Source: an optimization exercise on an open RTL-to-GDS flow (aim: small area, a short achievable clock period and few clock cycles per item). Production flows keep margins and buffers that such runs may drop. In this exercise RTL edits were held to simulation tests only and were not proved equivalent to the original.

==> flow/design.v (outline; a module is shown in full before it is edited, if it fits) <==
// module fp_mul_pipe: 2161 lines
// module fp_mul_fa: 10 lines
// module fp_mul_ha: 9 lines
// module fp_mul_sched: 80 lines
// module fp_mul_sched_top: 33 lines
module fp_mul_sched_top (
    input  logic         clk,
    input  logic         reset_n,
    input  logic [3:0]   req_valid,
    input  logic [127:0] req_x,
    input  logic [127:0] req_y,
    output logic [3:0]   req_ready,
    output logic         res_valid,
    input  logic         res_ready,
    output logic [1:0]   res_id,
    output logic [31:0]  res_data,
    output logic [4:0]   res_flags,
    output logic         busy
);
  // ...
==> flow/flow/run.sh <==
#!/bin/bash
# Layout flow: the standard flow (standard.sh) with two changes after synthesis:
# the port buffers are the small sky130_fd_sc_hd__buf_1 instead of the delay cell
# buffer_ports picks by default, and timing repair may swap a cell for one with a
# different footprint (MATCH_CELL_FOOTPRINT=0), so those buffers can be resized.
# Synthesis is the standard one, unchanged. Each step's output goes to its own log here.
set -uo pipefail
bash standard.sh synth > synth.log 2>&1 || exit 1
bash standard.sh "BUFFER_PORTS_ARGS=-buffer_cell sky130_fd_sc_hd__buf_1" MATCH_CELL_FOOTPRINT=0 finish > layout.log 2>&1 || exit 1
==> flow/standard.sh <==
#!/bin/bash
# synth_recipe.tcl (not shown) runs the flow's synth.tcl, then flattens the netlist and writes it again
# the make line also repeats each setting of config.mk as NAME=value (left out here)
make -C /OpenROAD-flow-scripts/flow DESIGN_CONFIG=/design/flow/config.mk WORK_HOME=/design/flow/orfs CLKGATE_MAP_FILE= SYNTH_SCRIPT=/design/flow/synth_recipe.tcl "${@:-finish}"
==> flow/config.mk <==
export PLATFORM = sky130hd
export DESIGN_NAME = fp_mul_sched_top
export DESIGN_NICKNAME = fp_mul_sched_top
export VERILOG_FILES = /design/flow/design.v
export SDC_FILE = /design/flow/constraint.sdc
export NUM_CORES = 4
export LEC_CHECK = 0
export ABC_AREA = 1
export CAP_MARGIN = 20
export CORE_MARGIN = 2
export CORE_UTILIZATION = 40
export PLACE_DENSITY = 0.75
export SETUP_SLACK_MARGIN = 4.0
export SLEW_MARGIN = 20
export SYNTH_HIERARCHICAL = 1
==> flow/constraint.sdc <==
create_clock -name core_clock -period 10.5 [get_ports {clk}]
set_input_delay 2.1000 -clock core_clock [delete_from_list [all_inputs] [get_ports {clk}]]
set_output_delay 2.1000 -clock core_clock [all_outputs]
set_load 0.01 [all_outputs]
==> results.toml, run 1 <==
[placed_design]
dpl_worst_slack_ps = 2710
placed_cells = 3144
hpwl_um = 47000
io_buffers = 307

[logic_synthesis]
yosys.area.top_type = "fa_1"
synth_compound_area_frac = 0.110
synthesis.nets = 2957
seq_area_frac_synth = 0.181
synth_common_cells = "nand2_1 (440), xor2_1 (297), o22ai_1 (262)"
synth-seq-cells = 123
synth_top_area_frac = 0.251
mappedNetlistArea_um2 = 20400
yosys.area_share.simple = 0.151

[floorplanning]
die_x_um = 230
coreArea_um2 = 50200
ioPinCount = 308

[sta]
skew_ps = 18.0
worst_slack_ps = 4060
final-setup-viol-count = 0
setup_tns_ps = 0

[clock_network]
hold_buffers = 0
cts_sinks = 123
cts_resized = 38
numCtsBuffers = 17
tritoncts = "yes"

[status]
outcome = "no timing/DRC/antenna violations"

[final_layout]
instances_no_fill = 3246
nClkBuffers = 17
multi_input_area_share = 0.653
diodes = 1
mostFrequentLayoutCells = "nand2_1 (434), buf_1 (307), xor2_1 (297), o22ai_1 (262), fa_1 (255)"
buffer_area_frac = 0.0852

[detailed_routing]
drc_errors = 0

[critical_path]
crit_top_cell = "fa_1"
crit_fanout = 12
start_kind = "input port"
rr_startpoint = "u_sched.last_q[1]"
endpoint = "u_sched.u_mul.mq[55]"
cp.required_ps = 10690

[hold_path]
min-delay-start = "u_sched.last_q[0]"

[global_routing]
grt.overflow.total = 0
met2_usage = 0.388
Testbench counts, summed over its fixed seeds: cycles 2,056, items 2,048.
==> inputs of run 2 (changes only) <==
--- a/flow/config.mk
+++ b/flow/config.mk
@@ -10,5 +10,4 @@
 export CORE_MARGIN = 2
 export CORE_UTILIZATION = 40
-export PLACE_DENSITY = 0.75
 export SETUP_SLACK_MARGIN = 4.0
 export SLEW_MARGIN = 20
==> run 2 against run 1 <==
Wire length rose by 6.5%; area after synthesis did not move; count of clock-buffer cells in the layout is 1 higher; utilization grew 0.98 points; worst setup slack improved by 20 ps; sequential share of layout area fell by 0.32 points; non-clock buffer count grew 25; critical path depth grew 1; cell count up 1.0%; register-to-register slack improved by 100 ps.
==> results.toml, run 2 <==
[status]
outcome = "no timing/DRC/antenna violations"

[hold_path]
min-delay-start = "u_sched.last_q[0]"
hold_path_class = "flop to flop"
min_path_cells = 2
whs_endpoint = "u_sched.last_q[0]"

[sta]
final-setup-viol-count = 0
worstMarginPinSlew_ps = 1240
skew_ps = 16.7
finalCritPeriodShare = 0.611
setup_tns_ps = 0
drv_slew = 0
fmax_ghz = 0.156
fin_crit_ps = 6420
slew_headroom = 0.168
rsz0062_at_grt = "yes"
hold_viol = 0

[detailed_routing]
drc_errors = 0
dr_total_vias = 18900
drtPass1Iterations = 8
ant_nets = 0
drt-total-wl_um = 75400
drt-initial-drc-count = 2199
wl_per_cell_um = 23.0
viasPerCell = 5.77

[clock_network]
numCtsBuffers = 17
clk-insertion-delay-late_ps = 460
hold_buffers = 0
clk_pin_slew_worst_paths_ps = 70
cts.path.max_buffers = 2
cts.root.buffer_cell = "clkbuf_16"
cts_sinks = 123
cts_max_level = 4
tritoncts = "yes"

[final_layout]
final_common_cell = "nand2_1"
diodes = 0
nets = 3260
drive_above_1_share = 0.113
areaGrowthSynthToFinish_pct = 17.1
largest_register_ff_count = 101
ff_latch_area_um2 = 3680
regMostFlops = "u_sched.u_mul.mq"
multi_input_area_um2 = 15400
mostFrequentLayoutCells = "nand2_1 (436), buf_1 (307), xor2_1 (297), o22ai_1 (257), fa_1 (252)"
fillCellCount = 4758
largestRegisters = "u_sched.u_mul.mq x101, u_sched.u_mul.e0_q x8"
instances_no_fill = 3280

[logic_synthesis]
synth_ff_type = "edfxtp_1"
ys_types = 53
synth_warnings = 8
yosys.area.top_type = "fa_1"
ys_top_cells_by_area = "fa_1 (25%), edfxtp_1 (18%), xor2_1 (13%)"
yosys.area_share.xor_xnor = 0.140
async_flop_share = 0.0244
synth_adder_area_share = 0.341
synth-seq-cells = 123
synth_common_cells = "nand2_1 (440), xor2_1 (297), o22ai_1 (262)"
synth_top_family_by_area = "adder cells"
syn_inst = 2292
synth_top_area_frac = 0.251
mappedNetlistArea_um2 = 20400
synth_compound_area_frac = 0.110
muxShareOfSynthArea = 0
seq_area_frac_synth = 0.181
yosys.area_share.simple = 0.151
synthesis.nets = 2957
synth.most_common_cell = "nand2_1"
avgSynthCellArea_um2 = 8.89
synth_edf_count = 120

[critical_path]
reg2reg_slack_ps = 5290
crit_fanout = 64
cpPeakStageDelay_ps = 500
crit_family = "adder cells"
worst_setup_path_end_kind = "flop"
crit_path_cell_trace = "buf_1 -> inv_1 -> o21ai_1 -> nand2_1 -> nand2_1 -> inv_2 -> buf_12 -> nand2_1 -> nand4_1 -> buf_4 -> o21ai_4 -> nand2_4 -> o21ai_0 -> xor2_1 -> fa_1 -> fa_1 -> fa_1 -> fa_1"
start_kind = "input port"
cp.required_ps = 10680
cp.depth = 18
r2r_cells = 17
timing.rr.end = "u_sched.u_mul.mq[66]"
critPathArrivalTime_ps = 6600
cp.buffers_inverters = 5
crit_slowest_cell = "fa_1"
critPathKind = "input port to flop"
rr_startpoint = "u_sched.last_q[1]"
crit_top_cell = "fa_1"

[floorplanning]
start_util = 0.406
die_h_um = 230
fp-row-count = 82
die_x_um = 230
coreArea_um2 = 50200
ioPinCount = 308
die-area_um2 = 52700

[global_routing]
grtUsageTotal = 0.271
grt_max_degree = 73
grt.overflow.total = 0
grt_pass1_vias = 19000
grt_pass1_wl_um = 109000
antenna_found_initial = 1

[placed_design]
placed_cells = 3142
hpwl_um = 51000
io_buffers = 307
gp_congestion = 0.985

[job]
drv_cap = 0
-- run 2: changes by cell type in the layout (fill, tap and decap cells not counted), moves of 5 or more --
cell        change
o21ai_0         -7
buf_4          +19
buf_12          +8
o22ai_2         +5
ha_1            -5
o22ai_1         -5
clkinvlp_4     +12
-- run 2: area by class of cell --
class	count	share of cell area
Timing Repair inverter	19	0.00567
Tap cell	672	0.0353
Clock inverter	14	0.00682
Inverter	220	0.0383
Sequential cell	123	0.154
Multi-Input combinational cell	1796	0.648
Timing Repair Buffer	418	0.0941
Clock buffer	18	0.0180
-- run 2: kinds of logic (layout without fill, tap and decap cells) --
family	Yosys count	in the layout
and+or+nand+nor	695	701
DFF	123	123
xor gates and xnor gates	325	325
other	1	1
adders and majority gates	402	402
buffers and inverters	379	689
AOI/OAI and AO/OA	367	367
-- run 2: metal layers --
metal,track usage,share of wire,vias up
met2,0.441,0.46,1177
met5,0,0.00073,-
met1,0.342,0.39,9178
met4,0.116,0.048,4
li1,-,-,8293
met3,0.0659,0.10,260
-- run 2: worst register-to-register path, delay by kind of cell, from the launching register on --
| family | cells | cell delay, ps |
|---|---|---|
| xor+xnor | 1 | 110 |
| compound gates | 2 | 470 |
| simple gates | 6 | 1090 |
| flops | 1 | 600 |
| buf+inv | 4 | 670 |
| fa+ha+maj | 4 | 1990 |
-- run 2: metrics by stage --
stage | util | setup WS, ps | instance area [µm²] | hold WS, ps
after floorplan | - | 4070 | 20400 | 455
after global placement | 0.435 | 3040 | 21800 | 475
after detailed placement | 0.436 | 2910 | 21900 | 488
after CTS | 0.457 | 3950 | 22900 | 496
after global routing | 0.475 | 3910 | 23900 | 525
final | 0.475 | 4080 | 23900 | 499
-- run 2: per-module statistics from Yosys, one instance, submodules excluded, excerpt --
module	cells	copies in the design	flops+latches
fp_mul_ha	1	56	0
fp_mul_fa	1	252	0
fp_mul_pipe	1584	1	118
-- run 2: timing repair --
item	in CTS	in global routing
gates cloned	14	13
pin swaps	3	18
setup endpoints to repair	91	99
gates resized for setup	51	74
buffers inserted	25	54
-- run 2: worst max path at each step --
stage / to / from
floorplan: u_sched.u_mul.mq[22] / req_valid[1]
global placement: u_sched.u_mul.lcq / req_valid[0]
detailed placement: u_sched.u_mul.mq[13] / req_valid[0]
CTS: u_sched.u_mul.mq[57] / req_valid[1]
global route: res_data[27] / u_sched.u_mul.mq[63]
finish: u_sched.u_mul.mq[70] / req_valid[1]
==> inputs of run 3 (changes only) <==
--- a/flow/config.mk
+++ b/flow/config.mk
@@ -10,4 +10,5 @@
 export CORE_MARGIN = 2
 export CORE_UTILIZATION = 40
+export PLACE_DENSITY = 0.82
 export SETUP_SLACK_MARGIN = 4.0
 export SLEW_MARGIN = 20
==> run 3 against run 2 <==
Global-route usage decreased by 2.1 points; worst hold slack improved by 2.8 ps; clock skew increased by 0.98 ps; still clean on timing, DRC and antenna; synthesized cell count unchanged; cell count decreased by 1.4%; sequential share of layout area increased by 0.36 points.
==> results.toml, run 3 <==
[critical_path]
start_kind = "input port"
cp.required_ps = 10690
crit_fanout = 40
critPathKind = "input port to flop"
reg2reg_slack_ps = 5140
critPathArrivalTime_ps = 6650
worst_setup_path_end_kind = "flop"

[final_layout]
mostFrequentLayoutCells = "nand2_1 (434), buf_1 (307), xor2_1 (297), o22ai_1 (262), fa_1 (255)"
fin_util = 0.464
largestRegisters = "u_sched.u_mul.mq x101, u_sched.u_mul.e0_q x8"
drive_above_1_share = 0.0933
final_common_cell = "nand2_1"
regMostFlops = "u_sched.u_mul.mq"
nets = 3214
areaGrowthSynthToFinish_pct = 14.4
diodes = 0
largest_register_ff_count = 101

[clock_network]
cts_sinks = 123
tritoncts = "yes"
hold_buffers = 0
clk_pin_slew_worst_paths_ps = 80
cts.path.max_buffers = 2
cts.root.buffer_cell = "clkbuf_16"
numCtsBuffers = 17
cts_max_level = 4
clk-insertion-delay-late_ps = 450

[floorplanning]
die-area_um2 = 52700
die_h_um = 230
ioPinCount = 308
fp-row-count = 82
start_util = 0.406
coreArea_um2 = 50200
die_x_um = 230

[logic_synthesis]
mappedNetlistArea_um2 = 20400
synth_edf_count = 120
ys_types = 53
synth_warnings = 8
syn_inst = 2292
synth_ff_type = "edfxtp_1"
ys_top_cells_by_area = "fa_1 (25%), edfxtp_1 (18%), xor2_1 (13%)"
synth_common_cells = "nand2_1 (440), xor2_1 (297), o22ai_1 (262)"
async_flop_share = 0.0244
synth-seq-cells = 123
seq_area_frac_synth = 0.181
avgSynthCellArea_um2 = 8.89
synth_top_area_frac = 0.251
synth.most_common_cell = "nand2_1"
yosys.area.top_type = "fa_1"
synthesis.nets = 2957

[detailed_routing]
drtPass1Iterations = 15
dr_total_vias = 19600
drt-total-wl_um = 71100
wl_per_cell_um = 22.0
viasPerCell = 6.05
drt-initial-drc-count = 3021
drc_errors = 0
ant_nets = 0

[sta]
slew_headroom = 0.228
setup_tns_ps = 0
drv_slew = 0
worstMarginPinSlew_ps = 1150
rsz0062_at_grt = "yes"
hold_viol = 0
skew_ps = 17.6
fin_crit_ps = 6460
finalCritPeriodShare = 0.615
final-setup-viol-count = 0
fmax_ghz = 0.155

[hold_path]
hold_path_class = "flop to flop"

[global_routing]
grt_max_degree = 78
antenna_found_initial = 0
grt_pass1_wl_um = 103000
grt_pass1_vias = 19100
grt.overflow.total = 0
grtUsageTotal = 0.249

[placed_design]
hpwl_um = 45800
io_buffers = 307
gp_congestion = 0.973

[job]
drv_cap = 0

[status]
outcome = "no timing/DRC/antenna violations"
[run 3: cells by family (layout without fill, tap and decap cells)]
| logic type | Yosys count | after routing | share of synthesized area |
|---|---|---|---|
| flops | 123 | 123 | 0.181 |
| simple gates | 695 | 697 | 0.151 |
| other cells | 1 | 1 | 0.000184 |
| xor+xnor | 325 | 325 | 0.140 |
| fa+ha+maj | 402 | 402 | 0.341 |
| buf+inv | 379 | 647 | 0.0782 |
| compound gates | 367 | 367 | 0.110 |
[run 3: layer usage]
layer	global-route usage	part of all wire	vias to the layer above
met4	0.143	0.073	2
met1	0.303	0.35	8937
met2	0.382	0.43	1874
met5	0.00184	0.00058	-
li1	-	-	8181
met3	0.0895	0.15	578
[run 3: path summary, 6_finish.rpt]
kind,from,endpoint,cells past startpoint
max,req_valid[2],u_sched.u_mul.mq[40],14
min,u_sched.last_q[0],u_sched.last_q[0],2
max reg2reg,u_sched.last_q[1],u_sched.u_mul.mq[40],14
min reg2reg,u_sched.last_q[0],u_sched.last_q[0],2
max in group asynchronous,reset_n,u_sched.last_q[1],1
min in group asynchronous,reset_n,u_sched.vld_q,1
[run 3: critical path, stage by stage]
cell,delay [ps]
buf_1,150
a21oi_2,180
nand2_2,110
nor2_4,280
buf_12,240
nand2_1,70
nand4_1,280
clkinvlp_4,600
o22ai_1,460
xor2_1,270
fa_1,470
fa_1,470
fa_1,440
fa_1,480
[run 3: final cells by class]
cell class	count	area, µm²
timing repair buffer	378	1810
timing repair inverter	17	120
clock buffer	17	425
inverter	220	935
fill	4502	26900
sequential	123	3680
multi-input combinational	1792	15300
tap	672	841
clock inverter	15	170
[run 3: through the flow]
stage	std cells	setup WS (ps)	cell area [µm²]	hold WS [ps]
6_report	3234	4040	23300	502
5_1_grt	3234	3950	23300	522
4_1_cts	3196	3960	22800	494
3_5_place_dp	3141	2700	21800	486
3_3_place_gp	3141	2750	21800	474
2_1_floorplan	2292	4070	20400	455
[run 3: timing repair]
| item | 4_1_cts | 5_1_grt |
|---|---|---|
| gates resized for setup | 47 | 67 |
| endpoints found under the setup margin | 93 | 89 |
| cloned | 10 | 10 |
| setup buffers | 13 | 28 |
| pin swaps | 3 | 10 |
[run 3: Yosys stat by module, one instance, submodules excluded, excerpt]
module | cells | area (µm²) | copies in the design
fp_mul_ha | 1 | 12.5 | 56
fp_mul_fa | 1 | 20.0 | 252
fp_mul_pipe | 1584 | 12700 | 1
==> inputs of run 4 (changes only) <==
--- a/flow/config.mk
+++ b/flow/config.mk
@@ -7,9 +7,8 @@
 export LEC_CHECK = 0
 export ABC_AREA = 1
-export CAP_MARGIN = 20
+export CAP_MARGIN = 5
 export CORE_MARGIN = 2
 export CORE_UTILIZATION = 40
-export PLACE_DENSITY = 0.82
 export SETUP_SLACK_MARGIN = 4.0
-export SLEW_MARGIN = 20
+export SLEW_MARGIN = 5
 export SYNTH_HIERARCHICAL = 1
==> run 4 against run 3 <==
Cell count grew 1.6%; sequential cell count is the same; global-route usage grew 2.2 points; largest cell class unchanged.
==> results.toml, run 4 <==
[status]
outcome = "no timing/DRC/antenna violations"

[sta]
drv_slew = 0
fmax_ghz = 0.156
worstMarginPinSlew_ps = 1350
setup_tns_ps = 0
fin_crit_ps = 6390
hold_viol = 0
finalCritPeriodShare = 0.609
final-setup-viol-count = 0
slew_headroom = 0.0952
skew_ps = 15.1
rsz0062_at_grt = "yes"

[final_layout]
mostFrequentLayoutCells = "nand2_1 (436), buf_1 (307), xor2_1 (297), o22ai_1 (260), fa_1 (254)"
drive_above_1_share = 0.111
regMostFlops = "u_sched.u_mul.mq"
final_common_cell = "nand2_1"
largest_register_ff_count = 101
diodes = 0
fillCellCount = 4819
nets = 3266
final_cell_area_um2 = 23800
ff_latch_area_um2 = 3680
areaGrowthSynthToFinish_pct = 17.0
multi_input_area_um2 = 15400
largestRegisters = "u_sched.u_mul.mq x101, u_sched.u_mul.e0_q x8"

[logic_synthesis]
yosys.area_share.simple = 0.151
synth.most_common_cell = "nand2_1"
synth_ff_type = "edfxtp_1"
synth_edf_count = 120
synth_common_cells = "nand2_1 (440), xor2_1 (297), o22ai_1 (262)"
mappedNetlistArea_um2 = 20400
async_flop_share = 0.0244
yosys.area.top_type = "fa_1"
synth-seq-cells = 123
seq_area_frac_synth = 0.181
synth_warnings = 8
synth_top_family_by_area = "adder cells"
synth_compound_area_frac = 0.110
yosys.area_share.xor_xnor = 0.140
muxShareOfSynthArea = 0
synth_top_area_frac = 0.251
avgSynthCellArea_um2 = 8.89
synth_adder_area_share = 0.341
ys_types = 53
synthesis.nets = 2957
ys_top_cells_by_area = "fa_1 (25%), edfxtp_1 (18%), xor2_1 (13%)"
syn_inst = 2292

[global_routing]
grtUsageTotal = 0.271
grt_max_degree = 73
antenna_found_initial = 0
grt_pass1_wl_um = 109000
grt_pass1_vias = 19000
grt.overflow.total = 0

[detailed_routing]
drt-total-wl_um = 75300
drt-initial-drc-count = 1982
ant_nets = 0
drc_errors = 0
drtPass1Iterations = 6
viasPerCell = 5.77
wl_per_cell_um = 22.9
dr_total_vias = 19000

[hold_path]
hold_path_class = "flop to flop"

[clock_network]
hold_buffers = 0
tritoncts = "yes"
cts_max_level = 4
cts_sinks = 123
numCtsBuffers = 17
clk-insertion-delay-late_ps = 460
cts.path.max_buffers = 2
clk_pin_slew_worst_paths_ps = 70
cts.root.buffer_cell = "clkbuf_16"

[placed_design]
gp_congestion = 0.985
place_area_um2 = 21800
hpwl_um = 50900
io_buffers = 307

[critical_path]
critPathArrivalTime_ps = 6580
critPathKind = "input port to flop"
cp.required_ps = 10690
start_kind = "input port"
worst_setup_path_end_kind = "flop"
crit_path_cell_trace = "buf_1 -> inv_1 -> nor2_1 -> nand3_1 -> nand2_2 -> buf_6 -> nand2_1 -> nand4_1 -> inv_1 -> o21ai_1 -> nand2_4 -> o21ai_0 -> xor2_1 -> fa_1 -> fa_1 -> fa_1 -> fa_1"
crit_top_cell = "fa_1"
crit_fanout = 24
cpPeakStageDelay_ps = 490
crit_slowest_cell = "fa_1"

[job]
drv_cap = 0

[floorplanning]
coreArea_um2 = 50200
start_util = 0.406
die_x_um = 230
die-area_um2 = 52700
fp-row-count = 82
die_h_um = 230
ioPinCount = 308
[run 4: final timing paths]
check / start / slack [ps] / depth (start not counted) / endpoint
worst max-delay path: req_valid[1] / 4110 / 17 / u_sched.u_mul.mq[70]
worst min-delay path: u_sched.last_q[0] / 490 / 2 / u_sched.last_q[0]
worst max register to register: u_sched.last_q[1] / 5310 / 16 / u_sched.u_mul.mq[19]
worst min register to register: u_sched.last_q[0] / 490 / 2 / u_sched.last_q[0]
max in group asynchronous: reset_n / 8820 / 1 / u_sched.last_q[1]
min in group asynchronous: reset_n / 1440 / 1 / u_sched.vld_q
[run 4: per-stage QoR]
step,worst slack [ps],hold WS [ps],utilization,std cells
global placement,3040,475,0.435,3142
finish,4110,492,0.475,3286
global route,3940,527,0.475,3286
CTS,3960,494,0.457,3212
detailed placement,2910,486,0.435,3142
floorplan,4070,455,-,2292
[run 4: per-module statistics from Yosys (local to each module, per instance), excerpt]
module / flip-flops and latches / cells / times used / cell area (µm²)
fp_mul_pipe: 118 / 1584 / 1 / 12700
fp_mul_fa: 0 / 1 / 252 / 20.0
fp_mul_ha: 0 / 1 / 56 / 12.5
[run 4: area by class of cell]
type | count | share of cell area
Tap cell | 672 | 0.0353
Clock buffer | 19 | 0.0182
Clock inverter | 13 | 0.00704
Multi-Input combinational cell | 1795 | 0.646
Timing Repair inverter | 21 | 0.00620
Inverter | 220 | 0.0382
Sequential cell | 123 | 0.154
Timing Repair Buffer | 423 | 0.0943
[run 4: critical path: cells and delay by family]
kind                       cells  cell delay (ps)
adders and majority gates      4             1910
AOI/OAI and AO/OA              2              570
and+or+nand+nor                6             1110
xor gates and xnor gates       1              210
buffers and inverters          4              650
[run 4: cells by family after synthesis]
| kind of cell | Yosys count |
|---|---|
| adders and majority gates | 402 |
| xor gates and xnor gates | 325 |
| AOI/OAI and AO/OA | 367 |
| and+or+nand+nor | 695 |
| buffers and inverters | 379 |
| DFF | 123 |
| other | 1 |
[run 4: metal layers]
layer / share of wire / track usage / vias up
li1: - / - / 8304
met1: 0.39 / 0.343 / 9136
met2: 0.45 / 0.434 / 1259
met3: 0.11 / 0.0669 / 266
met4: 0.053 / 0.132 / 0
met5: 0 / 0 / -
[run 4: timing repair]
action	CTS	global route
resized for setup	57	58
cloned	15	13
endpoints found under the setup margin	92	96
pin swaps	2	19
setup buffers	23	61
==> inputs of run 5 (changes only) <==
--- a/flow/config.mk
+++ b/flow/config.mk
@@ -7,8 +7,9 @@
 export LEC_CHECK = 0
 export ABC_AREA = 1
-export CAP_MARGIN = 5
+export CAP_MARGIN = 20
 export CORE_MARGIN = 2
 export CORE_UTILIZATION = 40
+export CTS_BUF_LIST = sky130_fd_sc_hd__clkbuf_4 sky130_fd_sc_hd__clkbuf_8
 export SETUP_SLACK_MARGIN = 4.0
-export SLEW_MARGIN = 5
+export SLEW_MARGIN = 20
 export SYNTH_HIERARCHICAL = 1
==> run 5 against run 4 <==
Utilization decreased by 0.53 points; sequential share of layout area increased by 0.18 points; wire length fell by 0.60%; synthesized cell count unchanged; maximum frequency shrank 1.5%; via count shrank 0.61%; largest cell class unchanged.
==> results.toml, run 5 <==
[placed_design]
gp_congestion = 0.985
place_area_um2 = 21900
placed_cells = 3142
dpl_worst_slack_ps = 2910
hpwl_um = 51000
io_buffers = 307

[detailed_routing]
drt-initial-drc-count = 2271
route.met3.wl_um = 7970
m1WireLength_um = 29200
drtPass1Iterations = 9
wl_met2_um = 34000
wl_per_cell_um = 22.9
dr_total_vias = 18900
drc_errors = 0
ant_nets = 0
drt-total-wl_um = 74900
routed.top_layer = "met5"
viasPerCell = 5.76

[global_routing]
grt_max_degree = 73
grtUsageTotal = 0.268
antenna_found_initial = 1
grt.overflow.total = 0
grt_pass1_wl_um = 108000
grt_pass1_vias = 18900

[floorplanning]
ioPinCount = 308
die_h_um = 230
die-area_um2 = 52700
start_util = 0.406
coreArea_um2 = 50200
die_x_um = 230
fp-row-count = 82

[clock_network]
cts_sinks = 123
clk-insertion-delay-late_ps = 530
cts.path.max_buffers = 2
tritoncts = "yes"
numCtsBuffers = 17
cts_max_level = 4
clk_pin_slew_worst_paths_ps = 100
cts.root.buffer_cell = "clkbuf_8"

[logic_synthesis]
synth-seq-cells = 123
synthesis.nets = 2957
ys_types = 53
synth_common_cells = "nand2_1 (440), xor2_1 (297), o22ai_1 (262)"
synth_adder_area_share = 0.341
yosys.area_share.simple = 0.151
avgSynthCellArea_um2 = 8.89
synth_compound_area_frac = 0.110
yosys.area_share.xor_xnor = 0.140
synth_ff_type = "edfxtp_1"
yosys.area.top_type = "fa_1"
ys_top_cells_by_area = "fa_1 (25%), edfxtp_1 (18%), xor2_1 (13%)"
mappedNetlistArea_um2 = 20400
synth_edf_count = 120
synth_warnings = 8
seq_area_frac_synth = 0.181
async_flop_share = 0.0244
syn_inst = 2292
synth.most_common_cell = "nand2_1"
synth_top_family_by_area = "adder cells"
synth_top_area_frac = 0.251
muxShareOfSynthArea = 0

[sta]
drv_slew = 0
finalCritPeriodShare = 0.618
slew_headroom = 0.0880
rsz0062_at_grt = "yes"
fmax_ghz = 0.154
skew_ps = 26.3
setup_tns_ps = 0
worstMarginPinSlew_ps = 1360
worst_slack_ps = 4010
hold_viol = 0
fin_crit_ps = 6490
final-setup-viol-count = 0

[final_layout]
drive_above_1_share = 0.108
mostFrequentLayoutCells = "nand2_1 (436), buf_1 (307), xor2_1 (297), o22ai_1 (262), fa_1 (255)"
final_common_cell = "nand2_1"
diodes = 0
largestRegisters = "u_sched.u_mul.mq x101, u_sched.u_mul.e0_q x8"
final_cell_area_um2 = 23600
instances_no_fill = 3275
areaGrowthSynthToFinish_pct = 15.7
nets = 3255
largest_register_ff_count = 101
regMostFlops = "u_sched.u_mul.mq"

[critical_path]
r2r_cells = 17
crit_family = "adder cells"
crit_top_cell = "fa_1"
cp.depth = 18
cpPeakStageDelay_ps = 490
start_kind = "input port"
crit_fanout = 12
crit_path_cell_trace = "buf_1 -> inv_1 -> a21oi_2 -> nand2_2 -> nor2_4 -> buf_12 -> buf_4 -> nand2_1 -> nand4_1 -> inv_1 -> o21ai_2 -> nand2_4 -> o21ai_0 -> xor2_1 -> fa_1 -> fa_1 -> fa_1 -> fa_1"
rr_startpoint = "u_sched.last_q[1]"
reg2reg_slack_ps = 5100
crit_slowest_cell = "fa_1"
cp.buffers_inverters = 5
cp.required_ps = 10750
timing.rr.end = "u_sched.u_mul.mq[70]"
critPathKind = "input port to flop"
worst_setup_path_end_kind = "flop"
critPathArrivalTime_ps = 6740

[hold_path]
whs_endpoint = "u_sched.last_q[0]"
min_path_cells = 2
hold_path_class = "flop to flop"
min-delay-start = "u_sched.last_q[0]"

[status]
outcome = "no timing/DRC/antenna violations"

[job]
drv_cap = 0
==> run 5: cell counts after synthesis <==
No cell type changed its count.
==> run 5: layout make-up <==
| type | count | area, µm² |
|---|---|---|
| timing repair buffer | 413 | 2150 |
| clock inverter | 14 | 163 |
| inverter | 220 | 911 |
| multi-input combinational | 1796 | 15400 |
| fill | 4788 | 26600 |
| clock buffer | 18 | 241 |
| timing repair inverter | 19 | 135 |
| tap | 672 | 841 |
| sequential | 123 | 3680 |
==> run 5: cell families after synthesis <==
logic type               after synthesis
AND/OR/NAND/NOR                      695
AO/OA/AOI/OAI                        367
adder cells (fa/ha/maj)              402
XOR/XNOR                             325
flip-flops                           123
other                                  1
buffers and inverters                379
==> run 5: through the flow <==
| step | hold WS, ps | utilization |
|---|---|---|
| after detailed placement | 488 | 0.436 |
| after CTS | 501 | 0.450 |
| after global placement | 475 | 0.435 |
| after floorplan | 455 | - |
| after global routing | 529 | 0.470 |
| final | 502 | 0.470 |
==> run 5: worst reg2reg max path, cell delays in order, from the launching register on <==
cell     delay [ps]
dfstp_2         610
inv_2            70
a21oi_2         150
nand2_2         120
nor2_4          240
buf_12          170
buf_4           110
nand2_1          40
nand4_1         270
inv_1           190
o21ai_2         440
nand2_4         250
o21ai_0         290
xor2_1          250
fa_1            470
fa_1            480
fa_1            490
fa_1            490
==> run 5: per-layer routing <==
layer | vias up | track usage
met5 | - | 0
met4 | 2 | 0.115
met3 | 258 | 0.0671
met2 | 1174 | 0.436
met1 | 9138 | 0.337
li1 | 8278 | -
==> run 5: worst max-delay path by stage <==
stage                      start              endpoint  slack, ps
finish              req_valid[0]  u_sched.u_mul.mq[70]       4010
global route        req_valid[0]  u_sched.u_mul.mq[70]       3920
CTS                 req_valid[1]  u_sched.u_mul.mq[66]       3980
detailed placement  req_valid[0]  u_sched.u_mul.mq[13]       2910
global placement    req_valid[0]     u_sched.u_mul.lcq       3040
floorplan           req_valid[1]  u_sched.u_mul.mq[22]       4070
==> run 5: repair_timing <==
action / 4_1_cts / 5_1_grt
endpoints found under the setup margin: 86 / 99
cloned: 10 / 16
setup buffers: 14 / 61
resized for setup: 42 / 74
hold buffers: 0 / 0
pin swaps: 1 / 16
hold endpoints to repair: 0 / 0
==> run 5: per-module statistics from Yosys (local to each module, per instance), excerpt <==
module | flip-flops and latches | cells | area, µm² | copies in the design
fp_mul_fa | 0 | 1 | 20.0 | 252
fp_mul_ha | 0 | 1 | 12.5 | 56
fp_mul_pipe | 118 | 1584 | 12700 | 1
==> inputs of run 6 (changes only) <==
--- a/flow/config.mk
+++ b/flow/config.mk
@@ -9,6 +9,7 @@
 export CAP_MARGIN = 20
 export CORE_MARGIN = 2
-export CORE_UTILIZATION = 40
+export CORE_UTILIZATION = 55
 export CTS_BUF_LIST = sky130_fd_sc_hd__clkbuf_4 sky130_fd_sc_hd__clkbuf_8
+export PLACE_DENSITY = 0.75
 export SETUP_SLACK_MARGIN = 4.0
 export SLEW_MARGIN = 20
==> run 6 against run 5 <==
Sequential cell count stayed put; wire length is 1.8% higher; clock skew fell by 8.4 ps; cell area decreased by 1.5%; global-route usage rose by 11 points; cell count down 6.4%; sequential share of layout area increased by 0.23 points; worst hold slack got worse by 6.2 ps; still clean.
==> results.toml, run 6 <==
[sta]
fin_crit_ps = 6520
setup_tns_ps = 0
skew_ps = 17.9
final-setup-viol-count = 0
worst_slack_ps = 3980
drv_slew = 0
slew_headroom = 0.360
hold_viol = 0
fmax_ghz = 0.153
rsz0062_at_grt = "yes"
finalCritPeriodShare = 0.621
worstMarginPinSlew_ps = 960
holdWs_ps = 496

[critical_path]
crit_top_cell = "fa_1"
critPathKind = "input port to flop"
worst_setup_path_end_kind = "flop"
critPathArrivalTime_ps = 6770
start_kind = "input port"
crit_fanout = 38
cp.required_ps = 10750
crit_slowest_cell = "fa_1"
cpPeakStageDelay_ps = 550
crit_path_cell_trace = "buf_1 -> inv_1 -> nor2_1 -> nand3_1 -> nand2_8 -> buf_4 -> nand2_1 -> nand4_1 -> o21ai_0 -> o21ai_1 -> buf_4 -> o22ai_1 -> xor2_1 -> fa_1 -> fa_1 -> fa_1 -> fa_1"

[job]
drv_cap = 0

[logic_synthesis]
synth_warnings = 8
synth_common_cells = "nand2_1 (440), xor2_1 (297), o22ai_1 (262)"
muxShareOfSynthArea = 0
synth-seq-cells = 123
ys_top_cells_by_area = "fa_1 (25%), edfxtp_1 (18%), xor2_1 (13%)"
ys_types = 53
synth_top_area_frac = 0.251
synth_adder_area_share = 0.341
synth_ff_type = "edfxtp_1"
syn_inst = 2292
async_flop_share = 0.0244
avgSynthCellArea_um2 = 8.89
synth_top_family_by_area = "adder cells"
seq_area_frac_synth = 0.181
yosys.area_share.simple = 0.151
yosys.area_share.xor_xnor = 0.140
synth.most_common_cell = "nand2_1"
synth_compound_area_frac = 0.110
synth_edf_count = 120
yosys.area.top_type = "fa_1"
mappedNetlistArea_um2 = 20400
synthesis.nets = 2957

[final_layout]
fillCellCount = 3027
regMostFlops = "u_sched.u_mul.mq"
final_common_cell = "nand2_1"
mostFrequentLayoutCells = "nand2_1 (433), buf_1 (307), xor2_1 (297), o22ai_1 (257), fa_1 (255)"
multi_input_area_um2 = 15400
drive_above_1_share = 0.107
largest_register_ff_count = 101
areaGrowthSynthToFinish_pct = 14.0
largestRegisters = "u_sched.u_mul.mq x101, u_sched.u_mul.e0_q x8"
nets = 3242
ff_latch_area_um2 = 3680
final_cell_area_um2 = 23200

[detailed_routing]
dr_total_vias = 19700
wl_per_cell_um = 24.9
ant_nets = 0
drt-initial-drc-count = 2739
drt-total-wl_um = 76200
drc_errors = 0
drtPass1Iterations = 10
wl_met2_um = 33500
routed.top_layer = "met5"
m1WireLength_um = 25900
route.met3.wl_um = 10400
viasPerCell = 6.44

[floorplanning]
coreArea_um2 = 36500
die_h_um = 196
die_x_um = 196
start_util = 0.558
die-area_um2 = 38600
ioPinCount = 308
fp-row-count = 70

[global_routing]
grt_pass1_vias = 19600
grt_pass1_wl_um = 110000
grt_max_degree = 71
antenna_found_initial = 7
grt.overflow.total = 0
grtUsageTotal = 0.379

[placed_design]
place_area_um2 = 21500
io_buffers = 307
dpl_worst_slack_ps = 2690
hpwl_um = 50600
gp_congestion = 0.972

[hold_path]
hold_path_class = "flop to flop"

[clock_network]
cts_sinks = 123
numCtsBuffers = 17
tritoncts = "yes"
cts_max_level = 4
cts.path.max_buffers = 2
clk_pin_slew_worst_paths_ps = 100
cts.root.buffer_cell = "clkbuf_8"
clk-insertion-delay-late_ps = 500

[status]
outcome = "no timing/DRC/antenna violations"
run 6: cell families after synthesis:
kind of cell | Yosys count
xor+xnor | 325
fa+ha+maj | 402
buf+inv | 379
other cells | 1
compound gates | 367
flops | 123
simple gates | 695
run 6: stage by stage:
stage	std cells	utilization
2_1_floorplan	2292	-
3_3_place_gp	2930	0.590
3_5_place_dp	2931	0.590
4_1_cts	3001	0.616
5_1_grt	3065	0.636
6_report	3065	0.636
run 6: path summary, 6_finish.rpt:
| check | slack, ps | depth (start not counted) | to | startpoint |
|---|---|---|---|---|
| worst max-delay path | 3980 | 17 | u_sched.u_mul.mq[58] | req_valid[1] |
| worst max register to register | 5100 | 15 | u_sched.u_mul.mq[58] | u_sched.last_q[1] |
| worst min-delay path | 500 | 2 | u_sched.last_q[0] | u_sched.last_q[0] |
| worst min register to register | 500 | 2 | u_sched.last_q[0] | u_sched.last_q[0] |
| max in group asynchronous | 8890 | 1 | u_sched.last_q[0] | reset_n |
| min in group asynchronous | 1380 | 1 | u_sched.vld_q | reset_n |
run 6: layout make-up:
class                   instances  share of cell area
clock buffers                  18              0.0104
flip-flops and latches        123               0.159
repair buffers                401              0.0900
well taps                     468              0.0252
multi-input cells            1792               0.662
repair inverters               22             0.00652
inverters                     220              0.0408
diodes                          7            0.000754
clock inverters                14             0.00598
run 6: per-layer routing:
layer	vias up	track usage
li1	8244	-
met1	9236	0.455
met2	1720	0.601
met3	538	0.111
met4	2	0.242
met5	-	0
run 6: repair_timing:
| item | 4_1_cts | 5_1_grt |
|---|---|---|
| gates cloned | 13 | 12 |
| hold buffers | 0 | 0 |
| setup endpoints to repair | 93 | 98 |
| setup buffers | 25 | 44 |
| hold endpoints to repair | 0 | 0 |
| pin swaps | 5 | 15 |
| gates resized for setup | 67 | 64 |
run 6: worst max-delay path, delay by kind of cell:
| family | cells | cell delay [ps] |
|---|---|---|
| adders and majority gates | 4 | 1920 |
| and+or+nand+nor | 5 | 910 |
| buffers and inverters | 4 | 1040 |
| AOI/OAI and AO/OA | 3 | 500 |
| xor gates and xnor gates | 1 | 270 |
run 6: modules after synthesis (local to each module, per instance), a selection:
module       cells  area (µm²)
fp_mul_ha        1        12.5
fp_mul_pipe   1584       12700
fp_mul_fa        1        20.0
==> inputs of run 7 (changes only) <==
--- a/flow/config.mk
+++ b/flow/config.mk
@@ -9,8 +9,8 @@
 export CAP_MARGIN = 20
 export CORE_MARGIN = 2
-export CORE_UTILIZATION = 55
+export CORE_UTILIZATION = 40
 export CTS_BUF_LIST = sky130_fd_sc_hd__clkbuf_4 sky130_fd_sc_hd__clkbuf_8
 export PLACE_DENSITY = 0.75
-export SETUP_SLACK_MARGIN = 4.0
+export SETUP_SLACK_MARGIN = 4.25
 export SLEW_MARGIN = 20
 export SYNTH_HIERARCHICAL = 1
==> run 7 against run 6 <==
Still clean; critical path depth grew 2; sequential share of layout area down 0.74 points; die area up 37%; wire length grew 1.8%; count of clock-buffer cells in the layout did not move; first-iteration DRC count rose by 14%; clock skew is 2.7 ps higher; area after synthesis unchanged; via count increased by 1.9%; largest cell class unchanged.
==> results.toml, run 7 <==
[global_routing]
grt_pass1_vias = 19300
grt_max_degree = 72
grtUsageTotal = 0.270
grt.overflow.total = 0
grt_pass1_wl_um = 110000
antenna_found_initial = 1

[hold_path]
whs_endpoint = "u_sched.last_q[0]"
min_path_cells = 2
min-delay-start = "u_sched.last_q[0]"
hold_path_class = "flop to flop"

[detailed_routing]
drc_errors = 0
drt-total-wl_um = 77500
drt-initial-drc-count = 3127
ant_nets = 0
wl_per_cell_um = 23.3
viasPerCell = 6.05
drtPass1Iterations = 11
dr_total_vias = 20100

[sta]
skew_ps = 20.6
setup_tns_ps = 0
finalCritPeriodShare = 0.596
hold_viol = 0
slew_headroom = 0.376
drv_slew = 0
rsz0062_at_grt = "yes"
fmax_ghz = 0.160
final-setup-viol-count = 0
fin_crit_ps = 6260
worstMarginPinSlew_ps = 932

[clock_network]
clk_pin_slew_worst_paths_ps = 90
cts_max_level = 4
tritoncts = "yes"
numCtsBuffers = 17
cts.root.buffer_cell = "clkbuf_8"
clk-insertion-delay-late_ps = 490
hold_buffers = 0
cts.path.max_buffers = 2
cts_sinks = 123

[final_layout]
largest_register_ff_count = 101
drive_above_1_share = 0.134
fillCellCount = 4588
regMostFlops = "u_sched.u_mul.mq"
mostFrequentLayoutCells = "nand2_1 (433), buf_1 (303), xor2_1 (295), o22ai_1 (258), fa_1 (249)"
multi_input_area_um2 = 15500
largestRegisters = "u_sched.u_mul.mq x101, u_sched.u_mul.e0_q x8"
ff_latch_area_um2 = 3680
nets = 3306
diodes = 0
final_common_cell = "nand2_1"
areaGrowthSynthToFinish_pct = 19.6
instances_no_fill = 3326

[logic_synthesis]
async_flop_share = 0.0244
ys_top_cells_by_area = "fa_1 (25%), edfxtp_1 (18%), xor2_1 (13%)"
mappedNetlistArea_um2 = 20400
synth_top_area_frac = 0.251
yosys.area.top_type = "fa_1"
synth-seq-cells = 123
synthesis.nets = 2957
synth_ff_type = "edfxtp_1"
avgSynthCellArea_um2 = 8.89
synth_edf_count = 120
syn_inst = 2292
synth_common_cells = "nand2_1 (440), xor2_1 (297), o22ai_1 (262)"
ys_types = 53
synth_warnings = 8
seq_area_frac_synth = 0.181
synth.most_common_cell = "nand2_1"

[critical_path]
r2r_cells = 18
critPathKind = "input port to flop"
timing.rr.end = "u_sched.u_mul.lcq"
rr_startpoint = "u_sched.last_q[1]"
worst_setup_path_end_kind = "flop"
reg2reg_slack_ps = 5410
cp.required_ps = 10730
start_kind = "input port"
crit_fanout = 32
critPathArrivalTime_ps = 6490

[floorplanning]
ioPinCount = 308
die-area_um2 = 52700
coreArea_um2 = 50200
fp-row-count = 82
start_util = 0.406
die_h_um = 230
die_x_um = 230

[status]
outcome = "no timing/DRC/antenna violations"

[placed_design]
hpwl_um = 47800
io_buffers = 307
gp_congestion = 0.987
placed_cells = 3142

[job]
drv_cap = 0
-- run 7: cell counts after synthesis --
No cell type changed its count.
-- run 7: worst max-delay path by stage --
stage                 startpoint                    to  slack [ps]  cells past startpoint
CTS                 req_valid[1]  u_sched.u_mul.mq[28]        4230                     16
detailed placement  req_valid[1]  u_sched.u_mul.mq[46]        2660                     17
floorplan           req_valid[0]  u_sched.u_mul.mq[11]        4250                     18
global route        req_valid[0]  u_sched.u_mul.mq[61]        4170                     18
finish              req_valid[1]     u_sched.u_mul.lcq        4240                     19
global placement    req_valid[1]  u_sched.u_mul.mq[49]        2750                     17
-- run 7: stage by stage --
stage / instance area (µm²) / hold slack, ps / utilization / worst slack (ps)
final: 24400 / 493 / 0.485 / 4240
after global routing: 24400 / 520 / 0.485 / 4170
after CTS: 23300 / 492 / 0.464 / 4230
after detailed placement: 21800 / 480 / 0.435 / 2660
after global placement: 21800 / 476 / 0.435 / 2750
after floorplan: 20400 / 455 / - / 4250
-- run 7: layout make-up --
cell class              count  area share
clock buffers              18     0.00991
clock inverters            14     0.00950
inverters                 220      0.0384
multi-input cells        1796       0.638
flip-flops and latches    123       0.151
well taps                 672      0.0345
repair buffers            462       0.112
repair inverters           21     0.00606
-- run 7: per-module statistics from Yosys, one instance, submodules excluded, excerpt --
module	cells	cell area [µm²]
fp_mul_fa	1	20.0
fp_mul_ha	1	12.5
fp_mul_pipe	1584	12700
-- run 7: per-layer routing --
metal / track usage / share of wire
met4: 0.153 / 0.069
met3: 0.0951 / 0.15
met5: 0.0138 / 0.0022
met2: 0.406 / 0.42
met1: 0.336 / 0.36
-- run 7: cells by family (layout without fill, tap and decap cells) --
group / count (synthesis) / count (layout) / share of synthesized area
and+or+nand+nor: 695 / 701 / 0.151
buffers and inverters: 379 / 735 / 0.0782
other: 1 / 1 / 0.000184
xor gates and xnor gates: 325 / 325 / 0.140
DFF: 123 / 123 / 0.181
adders and majority gates: 402 / 402 / 0.341
AOI/OAI and AO/OA: 367 / 367 / 0.110
-- run 7: what timing repair did --
action                     4_1_cts  5_1_grt
resized for setup              108       74
cloned                          19       13
pin swaps                       13       39
buffers inserted                48       72
setup endpoints to repair      118      100
-- run 7: worst max-delay path, cell delays in order --
cell and delay, ps:
clkbuf_2 110, nand3_1 150, nand2_2 140, nor2_4 60
buf_4 150, clkbuf_16 210, nand2_1 80, nand4_1 390
inv_2 690, o22ai_1 210, xor2_1 240, fa_1 490
fa_1 470, ha_1 300, ha_1 330, nand2_1 110
inv_1 60, nand3_1 70, o221ai_1 120
==> inputs of run 8 (changes only) <==
--- a/flow/config.mk
+++ b/flow/config.mk
@@ -12,5 +12,5 @@
 export CTS_BUF_LIST = sky130_fd_sc_hd__clkbuf_4 sky130_fd_sc_hd__clkbuf_8
 export PLACE_DENSITY = 0.75
-export SETUP_SLACK_MARGIN = 4.25
+export SETUP_SLACK_MARGIN = 4.0
 export SLEW_MARGIN = 20
 export SYNTH_HIERARCHICAL = 1
==> run 8 against run 7 <==
Highest routed layer is now met4; still clean; sequential cell count is the same; die area is the same; worst setup slack lost 110 ps; largest cell class unchanged; critical path depth shrank 4; worst hold slack gained 3.2 ps.
==> results.toml, run 8 <==
[status]
outcome = "no timing/DRC/antenna violations"

[clock_network]
hold_buffers = 0
clk-insertion-delay-late_ps = 500
numCtsBuffers = 17
cts_sinks = 123
cts.root.buffer_cell = "clkbuf_8"
tritoncts = "yes"
cts_max_level = 4
cts.path.max_buffers = 2
clk_pin_slew_worst_paths_ps = 100

[floorplanning]
coreArea_um2 = 50200
fp-row-count = 82
die_x_um = 230
ioPinCount = 308
die_h_um = 230
start_util = 0.406
die-area_um2 = 52700

[job]
drv_cap = 0

[detailed_routing]
drt-initial-drc-count = 2591
drt-total-wl_um = 69600
dr_total_vias = 18900
drc_errors = 0
viasPerCell = 5.84
ant_nets = 0
drtPass1Iterations = 8
wl_per_cell_um = 21.5

[global_routing]
grt_pass1_wl_um = 103000
grt.overflow.total = 0
busiest_layer = "met2"
grt_pass1_vias = 18300
grt_max_degree = 85
gr-usage-met3 = 0.0758
grtUsageTotal = 0.250
antenna_found_initial = 2
grt.met1_usage = 0.320
met2_usage = 0.385

[sta]
skew_ps = 21.8
rsz0062_at_grt = "yes"
fin_crit_ps = 6370
finalCritPeriodShare = 0.607
hold_viol = 0
drv_slew = 0
fmax_ghz = 0.157
worstMarginPinSlew_ps = 1040
slew_headroom = 0.299
final-setup-viol-count = 0
setup_tns_ps = 0

[final_layout]
fin_util = 0.460
largest_register_ff_count = 101
final_cell_area_um2 = 23100
ff_latch_area_um2 = 3680
areaGrowthSynthToFinish_pct = 13.4
final_common_cell = "nand2_1"
fillCellCount = 4699
nets = 3214
regMostFlops = "u_sched.u_mul.mq"
multi_input_area_um2 = 15300
drive_above_1_share = 0.0898
largestRegisters = "u_sched.u_mul.mq x101, u_sched.u_mul.e0_q x8"
mostFrequentLayoutCells = "nand2_1 (435), buf_1 (307), xor2_1 (297), o22ai_1 (262), fa_1 (253)"

[logic_synthesis]
async_flop_share = 0.0244
ys_types = 53
yosys.area.top_type = "fa_1"
synth.most_common_cell = "nand2_1"
ys_top_cells_by_area = "fa_1 (25%), edfxtp_1 (18%), xor2_1 (13%)"
synthesis.nets = 2957
synth_edf_count = 120
mappedNetlistArea_um2 = 20400
synth-seq-cells = 123
seq_area_frac_synth = 0.181
synth_common_cells = "nand2_1 (440), xor2_1 (297), o22ai_1 (262)"
avgSynthCellArea_um2 = 8.89
synth_warnings = 8
synth_top_area_frac = 0.251
synth_ff_type = "edfxtp_1"
syn_inst = 2292

[critical_path]
critPathArrivalTime_ps = 6620
critPathKind = "input port to flop"
crit_slowest_cell = "clkinvlp_2"
cp.required_ps = 10740
start_kind = "input port"
cpPeakStageDelay_ps = 660
reg2reg_slack_ps = 5220
crit_family = "adder cells"
crit_path_cell_trace = "buf_1 -> inv_1 -> nor2_1 -> nand3_1 -> nand2_8 -> buf_12 -> nand2_1 -> nand4_1 -> clkinvlp_2 -> o22ai_1 -> xor2_1 -> fa_1 -> fa_1 -> fa_1 -> fa_1"
crit_fanout = 41
worst_setup_path_end_kind = "flop"
cp.buffers_inverters = 4
crit_top_cell = "fa_1"

[placed_design]
io_buffers = 307
place_area_um2 = 21900
gp_congestion = 0.942
hpwl_um = 47000

[hold_path]
hold_path_class = "flop to flop"
[run 8: cell types whose count changed in the layout (fill, tap and decap cells not counted), moves of 8 or more]
cell	previous run	this run
buf_12	21	10
buf_4	118	57
clkinvlp_4	35	27
nand2_4	14	5
[run 8: cell type report]
type                    count  area share
inverters                 220      0.0405
clock buffers              17      0.0101
repair inverters           14     0.00412
well taps                 672      0.0364
multi-input cells        1791       0.661
repair buffers            382      0.0824
diodes                      2    0.000217
clock inverters            15     0.00596
flip-flops and latches    123       0.159
[run 8: worst reg2reg max path: cells and delay by family, from the launching register on]
| family | cells | cell delay (ps) |
|---|---|---|
| XOR/XNOR | 1 | 220 |
| AND/OR/NAND/NOR | 5 | 990 |
| buffers and inverters | 3 | 980 |
| AO/OA/AOI/OAI | 1 | 340 |
| flip-flops | 1 | 620 |
| adder cells (fa/ha/maj) | 4 | 1880 |
[run 8: per-module statistics from Yosys, one instance, submodules excluded, excerpt]
module       cell area (µm²)  cells
fp_mul_pipe            12700   1584
fp_mul_ha               12.5      1
fp_mul_fa               20.0      1
[run 8: what timing repair did]
item | in CTS | in global routing
cloned | 7 | 9
resized for setup | 34 | 64
setup endpoints to repair | 89 | 95
buffers inserted | 9 | 32
pin swaps | 3 | 8
[run 8: worst paths after layout]
kind,start,end,cells after the start
hold / removal,u_sched.last_q[0],u_sched.last_q[0],2
hold reg to reg,u_sched.last_q[0],u_sched.last_q[0],2
min in group asynchronous,reset_n,u_sched.vld_q,1
max in group asynchronous,reset_n,u_sched.last_q[0],1
setup / recovery,req_valid[1],u_sched.u_mul.mq[46],15
setup reg to reg,u_sched.last_q[1],u_sched.u_mul.mq[46],14
[run 8: per-stage QoR]
stage | std cells | setup slack [ps] | hold slack [ps]
finish | 3236 | 4130 | 496
global route | 3235 | 3920 | 535
CTS | 3192 | 3970 | 498
detailed placement | 3144 | 2710 | 484
global placement | 3144 | 2880 | 479
floorplan | 2292 | 4070 | 455
[run 8: cell families (layout without fill, tap and decap cells)]
logic type,Yosys count,count (layout),synth area share
fa+ha+maj,402,402,0.341
compound gates,367,367,0.110
simple gates,695,696,0.151
xor+xnor,325,325,0.140
buf+inv,379,648,0.0782
other cells,1,3,0.000184
flops,123,123,0.181
[run 8: routing by layer]
metal  part of all wire  wire (µm)
met3               0.14       9430
met4              0.049       3390
met2               0.44      30600
met1               0.38      26200
met5                  0          0
==> inputs of run 9 (changes only) <==
--- a/flow/config.mk
+++ b/flow/config.mk
@@ -11,5 +11,5 @@
 export CORE_UTILIZATION = 40
 export CTS_BUF_LIST = sky130_fd_sc_hd__clkbuf_4 sky130_fd_sc_hd__clkbuf_8
-export PLACE_DENSITY = 0.75
+export PLACE_DENSITY = 0.7
 export SETUP_SLACK_MARGIN = 4.0
 export SLEW_MARGIN = 20
==> run 9 against run 8 <==
Die area unchanged; register-to-register slack worse by 20 ps; sequential cell count unchanged; via count up 2.8%; synthesized cell count unchanged; worst hold slack worse by 2.0 ps; global-route usage up 1.1 points; sequential share of layout area down 0.16 points; worst setup slack worse by 62 ps; clock skew down 4.5 ps.
==> results.toml, run 9 <==
[placed_design]
io_buffers = 307
hpwl_um = 49000
gp_congestion = 0.995
place_area_um2 = 21800

[global_routing]
grt_pass1_vias = 19100
grt_pass1_wl_um = 107000
grt.overflow.total = 0
grt_max_degree = 87
antenna_found_initial = 1
grtUsageTotal = 0.261

[logic_synthesis]
synth_ff_type = "edfxtp_1"
async_flop_share = 0.0244
synthesis.nets = 2957
synth_common_cells = "nand2_1 (440), xor2_1 (297), o22ai_1 (262)"
synth_warnings = 8
ys_types = 53
mappedNetlistArea_um2 = 20400
seq_area_frac_synth = 0.181
synth_top_area_frac = 0.251
synth_edf_count = 120
ys_top_cells_by_area = "fa_1 (25%), edfxtp_1 (18%), xor2_1 (13%)"
yosys.area.top_type = "fa_1"
syn_inst = 2292
synth-seq-cells = 123
avgSynthCellArea_um2 = 8.89
synth.most_common_cell = "nand2_1"

[final_layout]
final_cell_area_um2 = 23300
largestRegisters = "u_sched.u_mul.mq x101, u_sched.u_mul.e0_q x8"
areaGrowthSynthToFinish_pct = 14.6
final_common_cell = "nand2_1"
nets = 3234
drive_above_1_share = 0.100
mostFrequentLayoutCells = "nand2_1 (436), buf_1 (307), xor2_1 (296), o22ai_1 (261), fa_1 (254)"
fillCellCount = 4720
largest_register_ff_count = 101
regMostFlops = "u_sched.u_mul.mq"

[floorplanning]
coreArea_um2 = 50200
die_x_um = 230
fp-row-count = 82
ioPinCount = 308
die-area_um2 = 52700
die_h_um = 230
start_util = 0.406

[clock_network]
clk_pin_slew_worst_paths_ps = 90
cts.path.max_buffers = 2
tritoncts = "yes"
clk-insertion-delay-late_ps = 500
cts.root.buffer_cell = "clkbuf_8"
hold_buffers = 0
numCtsBuffers = 17
cts_max_level = 4
cts_sinks = 123

[sta]
fin_crit_ps = 6440
fmax_ghz = 0.155
finalCritPeriodShare = 0.613
final-setup-viol-count = 0
drv_slew = 0
slew_headroom = 0.0761
setup_tns_ps = 0
worstMarginPinSlew_ps = 1380
skew_ps = 17.3
hold_viol = 0
rsz0062_at_grt = "yes"

[detailed_routing]
ant_nets = 0
drt-total-wl_um = 73400
drt-initial-drc-count = 2366
wl_per_cell_um = 22.5
drtPass1Iterations = 10
dr_total_vias = 19400
drc_errors = 0
viasPerCell = 5.96

[critical_path]
cpPeakStageDelay_ps = 510
crit_fanout = 11
critPathArrivalTime_ps = 6680
cp.required_ps = 10740
worst_setup_path_end_kind = "flop"
crit_top_cell = "fa_1"
critPathKind = "input port to flop"
crit_slowest_cell = "fa_1"
crit_path_cell_trace = "buf_1 -> nand3_2 -> nand2_4 -> nor2_4 -> buf_4 -> nand2_1 -> nand4_1 -> ha_4 -> clkinvlp_4 -> o22ai_1 -> xor2_1 -> fa_1 -> fa_1 -> fa_1 -> fa_1"
reg2reg_slack_ps = 5200
start_kind = "input port"

[hold_path]
hold_path_class = "flop to flop"

[job]
drv_cap = 0

[status]
outcome = "no timing/DRC/antenna violations"
[run 9: cell counts after synthesis]
No cell type changed its count.
[run 9: routing by layer]
layer	part of all wire	wire length, µm	vias up	track usage
met5	0	0	-	0
met4	0.067	4910	0	0.140
met3	0.13	9460	415	0.0743
met2	0.43	31900	1562	0.405
met1	0.37	27200	9214	0.329
li1	-	-	8230	-
[run 9: kinds of logic (layout without fill, tap and decap cells)]
family,count (synthesis),after routing,synth area share
compound gates,367,367,0.110
xor+xnor,325,325,0.140
fa+ha+maj,402,402,0.341
buf+inv,379,665,0.0782
flops,123,123,0.181
other cells,1,3,0.000184
simple gates,695,699,0.151
[run 9: metrics by stage]
step / util / instances / hold WS [ps] / setup slack, ps
after global placement: 0.435 / 3140 / 477 / 2800
after detailed placement: 0.435 / 3140 / 478 / 2690
after global routing: 0.465 / 3255 / 508 / 3940
after CTS: 0.451 / 3204 / 493 / 3960
final: 0.465 / 3256 / 494 / 4060
after floorplan: - / 2292 / 455 / 4070
[run 9: layout make-up]
cell class | instances | area, µm² | area share
diodes | 2 | 5.00 | 0.000214
repair buffers | 393 | 1980 | 0.0850
inverters | 220 | 941 | 0.0403
clock inverters | 14 | 139 | 0.00595
well taps | 672 | 841 | 0.0360
flip-flops and latches | 123 | 3680 | 0.158
clock buffers | 18 | 241 | 0.0103
repair inverters | 20 | 144 | 0.00616
multi-input cells | 1794 | 15400 | 0.658
[run 9: modules after synthesis, one instance, submodules excluded, a selection]
module / cells / times used / cell area [µm²] / flops+latches
fp_mul_ha: 1 / 56 / 12.5 / 0
fp_mul_fa: 1 / 252 / 20.0 / 0
fp_mul_pipe: 1584 / 1 / 12700 / 118
[run 9: final timing paths]
kind	end	startpoint	cells after the start
min in group asynchronous	u_sched.vld_q	reset_n	1
hold / removal	u_sched.last_q[0]	u_sched.last_q[0]	2
setup reg to reg	u_sched.u_mul.mq[64]	u_sched.last_q[1]	17
setup / recovery	u_sched.u_mul.mq[34]	req_valid[1]	15
max in group asynchronous	u_sched.last_q[1]	reset_n	1
hold reg to reg	u_sched.last_q[0]	u_sched.last_q[0]	2
[run 9: timing repair]
item | CTS | global route
endpoints found under the setup margin | 92 | 97
buffers inserted | 19 | 38
cloned | 13 | 12
pin swaps | 1 | 11
gates resized for setup | 49 | 64
[run 9: worst max-delay path: cells and delay by family]
family / cells / cell delay [ps]
adder cells (fa/ha/maj): 5 / 2340
XOR/XNOR: 1 / 200
AO/OA/AOI/OAI: 1 / 340
AND/OR/NAND/NOR: 5 / 950
buffers and inverters: 3 / 730
==> inputs of run 10 (changes only) <==
--- a/flow/config.mk
+++ b/flow/config.mk
@@ -7,10 +7,10 @@
 export LEC_CHECK = 0
 export ABC_AREA = 1
-export CAP_MARGIN = 20
+export CAP_MARGIN = 5
 export CORE_MARGIN = 2
 export CORE_UTILIZATION = 40
 export CTS_BUF_LIST = sky130_fd_sc_hd__clkbuf_4 sky130_fd_sc_hd__clkbuf_8
-export PLACE_DENSITY = 0.7
+export PLACE_DENSITY = 0.75
 export SETUP_SLACK_MARGIN = 4.0
-export SLEW_MARGIN = 20
+export SLEW_MARGIN = 5
 export SYNTH_HIERARCHICAL = 1
==> run 10 against run 9 <==
First-iteration DRC count rose by 6.4%; clock skew rose by 4.4 ps; wire length fell by 5.6%; sequential share of layout area rose by 0.18 points; cell count fell by 0.68%; still clean.
==> results.toml, run 10 <==
[status]
outcome = "no timing/DRC/antenna violations"

[logic_synthesis]
yosys.area.top_type = "fa_1"
synth_common_cells = "nand2_1 (440), xor2_1 (297), o22ai_1 (262)"
synth_top_area_frac = 0.251
synth_ff_type = "edfxtp_1"
mappedNetlistArea_um2 = 20400
syn_inst = 2292
ys_top_cells_by_area = "fa_1 (25%), edfxtp_1 (18%), xor2_1 (13%)"
synthesis.nets = 2957
async_flop_share = 0.0244
synth_edf_count = 120
synth-seq-cells = 123
avgSynthCellArea_um2 = 8.89

[floorplanning]
coreArea_um2 = 50200
fp-row-count = 82
die_x_um = 230
die-area_um2 = 52700
ioPinCount = 308
start_util = 0.406
die_h_um = 230

[detailed_routing]
ant_nets = 0
drc_errors = 0
drt-total-wl_um = 69300
drt-initial-drc-count = 2517
dr_total_vias = 18800
wl_per_cell_um = 21.4

[sta]
finalCritPeriodShare = 0.610
skew_ps = 21.7
hold_viol = 0
setup_tns_ps = 0
rsz0062_at_grt = "yes"
fin_crit_ps = 6400
holdWs_ps = 497
fmax_ghz = 0.156
worstMarginPinSlew_ps = 1100
drv_slew = 0

[critical_path]
cpPeakStageDelay_ps = 680
worst_setup_path_end_kind = "flop"
critPathArrivalTime_ps = 6640
crit_slowest_cell = "clkinvlp_2"
crit_path_cell_trace = "buf_1 -> inv_1 -> nor2_1 -> nand3_1 -> nand2_8 -> buf_12 -> nand2_1 -> nand4_1 -> clkinvlp_2 -> o22ai_1 -> xor2_1 -> fa_1 -> fa_1 -> fa_1 -> fa_1"
cp.required_ps = 10740
start_kind = "input port"
critPathKind = "input port to flop"
crit_top_cell = "fa_1"

[hold_path]
hold_path_class = "flop to flop"

[clock_network]
cts.path.max_buffers = 2
cts_max_level = 4
cts_sinks = 123
clk_pin_slew_worst_paths_ps = 100
clk-insertion-delay-late_ps = 500
tritoncts = "yes"

[final_layout]
nets = 3212
regMostFlops = "u_sched.u_mul.mq"
largest_register_ff_count = 101
areaGrowthSynthToFinish_pct = 13.3
final_common_cell = "nand2_1"
largestRegisters = "u_sched.u_mul.mq x101, u_sched.u_mul.e0_q x8"
fin_util = 0.460
mostFrequentLayoutCells = "nand2_1 (435), buf_1 (307), xor2_1 (297), o22ai_1 (262), fa_1 (253)"

[global_routing]
antenna_found_initial = 2
grt_pass1_vias = 18300
grt_pass1_wl_um = 103000
grt.overflow.total = 0

[placed_design]
gp_congestion = 0.942
dpl_worst_slack_ps = 2710
io_buffers = 307

[job]
drv_cap = 0
run 10: kinds of logic (layout without fill, tap and decap cells):
kind of cell / count (synthesis) / after routing / synth area share
compound gates: 367 / 367 / 0.110
xor+xnor: 325 / 325 / 0.140
fa+ha+maj: 402 / 402 / 0.341
buf+inv: 379 / 646 / 0.0782
flops: 123 / 123 / 0.181
other cells: 1 / 3 / 0.000184
simple gates: 695 / 696 / 0.151
run 10: worst max-delay path: cells and delay by family:
| kind | cells | cell delay [ps] |
|---|---|---|
| xor gates and xnor gates | 1 | 200 |
| and+or+nand+nor | 5 | 970 |
| buffers and inverters | 4 | 1120 |
| adders and majority gates | 4 | 1890 |
| AOI/OAI and AO/OA | 1 | 320 |
run 10: final timing paths:
check / slack (ps) / startpoint / end / depth (start not counted)
setup / recovery: 4100 / req_valid[1] / u_sched.u_mul.mq[70] / 15
hold / removal: 500 / u_sched.last_q[0] / u_sched.last_q[0] / 2
setup reg to reg: 5180 / u_sched.last_q[1] / u_sched.u_mul.mq[70] / 14
hold reg to reg: 500 / u_sched.last_q[0] / u_sched.last_q[0] / 2
max in group asynchronous: 8870 / reset_n / u_sched.last_q[0] / 1
min in group asynchronous: 1390 / reset_n / u_sched.vld_q / 1
run 10: final cells by class:
| cell class | count | area [µm²] | share of cell area |
|---|---|---|---|
| multi-input cells | 1791 | 15300 | 0.662 |
| flip-flops and latches | 123 | 3680 | 0.159 |
| repair buffers | 380 | 1880 | 0.0815 |
| inverters | 220 | 935 | 0.0405 |
| well taps | 672 | 841 | 0.0364 |
| clock buffers | 17 | 234 | 0.0101 |
| clock inverters | 15 | 138 | 0.00596 |
| repair inverters | 14 | 95.1 | 0.00412 |
| diodes | 2 | 5.00 | 0.000217 |
run 10: what timing repair did:
item,CTS,global route
pin swaps,3,8
hold buffers,0,0
gates cloned,7,9
resized for setup,34,64
buffers inserted,9,31
endpoints found under the setup margin,89,95
hold endpoints to repair,0,0
run 10: layer usage:
layer | up-vias | share of wire | track usage
met5 | - | 0 | 0
met4 | 0 | 0.053 | 0.120
met3 | 344 | 0.14 | 0.0758
met2 | 1469 | 0.44 | 0.385
met1 | 8832 | 0.37 | 0.320
li1 | 8179 | - | -
run 10: stage by stage:
stage          area (µm²)  cells
5_1_grt             23100   3233
3_3_place_gp        21900   3144
3_5_place_dp        21900   3144
6_report            23100   3234
4_1_cts             22400   3192
2_1_floorplan       20400   2292
run 10: per-module statistics from Yosys, one instance, submodules excluded, a selection:
module       cells  times used  flip-flops and latches
fp_mul_fa        1         252                       0
fp_mul_pipe   1584           1                     118
fp_mul_ha        1          56                       0

==> separate check: timing with driven ports <==
Ports are ideal in the flow. The routed layouts listed here were re-timed in OpenROAD. Step 1 (the two cells are an assumption about what drives the block):
set clk [get_ports {clk}]
set_driving_cell -lib_cell sky130_fd_sc_hd__clkbuf_16 $clk
set_driving_cell -lib_cell sky130_fd_sc_hd__buf_2 [delete_from_list [all_inputs] $clk]
Step 2 also shifts input and output timing later by t, the mid clock arrival at the registers, as if the neighbouring blocks saw the same clock. Three values: no drivers, after step 1, after step 2; two values: the first two.
run | shift t [ns] | setup slack, ns | worst register clock-pin slew, ns | worst data-port slew with drivers (ns)
run 1 | 0.509 | 4.062 / 4.082 / 3.573 | 0.07 / 0.07 | 0.07
run 2 | 0.510 | 4.082 / 4.109 / 3.600 | 0.07 / 0.07 | 0.12
run 3 | 0.498 | 4.037 / 4.049 / 3.550 | 0.08 / 0.08 | 0.09
run 4 | 0.514 | 4.110 / 4.137 / 3.622 | 0.07 / 0.07 | 0.10
run 5 | 0.567 | 4.010 / 4.024 / 3.457 | 0.10 / 0.10 | 0.12
run 6 | 0.541 | 3.982 / 3.974 / 3.433 | 0.10 / 0.10 | 0.12
run 7 | 0.529 | 4.241 / 4.267 / 3.738 | 0.10 / 0.10 | 0.06
run 8 | 0.542 | 4.126 / 4.158 / 3.616 | 0.10 / 0.10 | 0.07
run 9 | 0.548 | 4.064 / 4.094 / 3.546 | 0.10 / 0.10 | 0.08
run 10 | 0.542 | 4.100 / 4.131 / 3.589 | 0.10 / 0.10 | 0.06
After both steps every run listed still meets setup and hold. For run 5, which loses most, drivers alone change the setup slack by +0.014 ns; drivers and shift together by -0.553 ns.
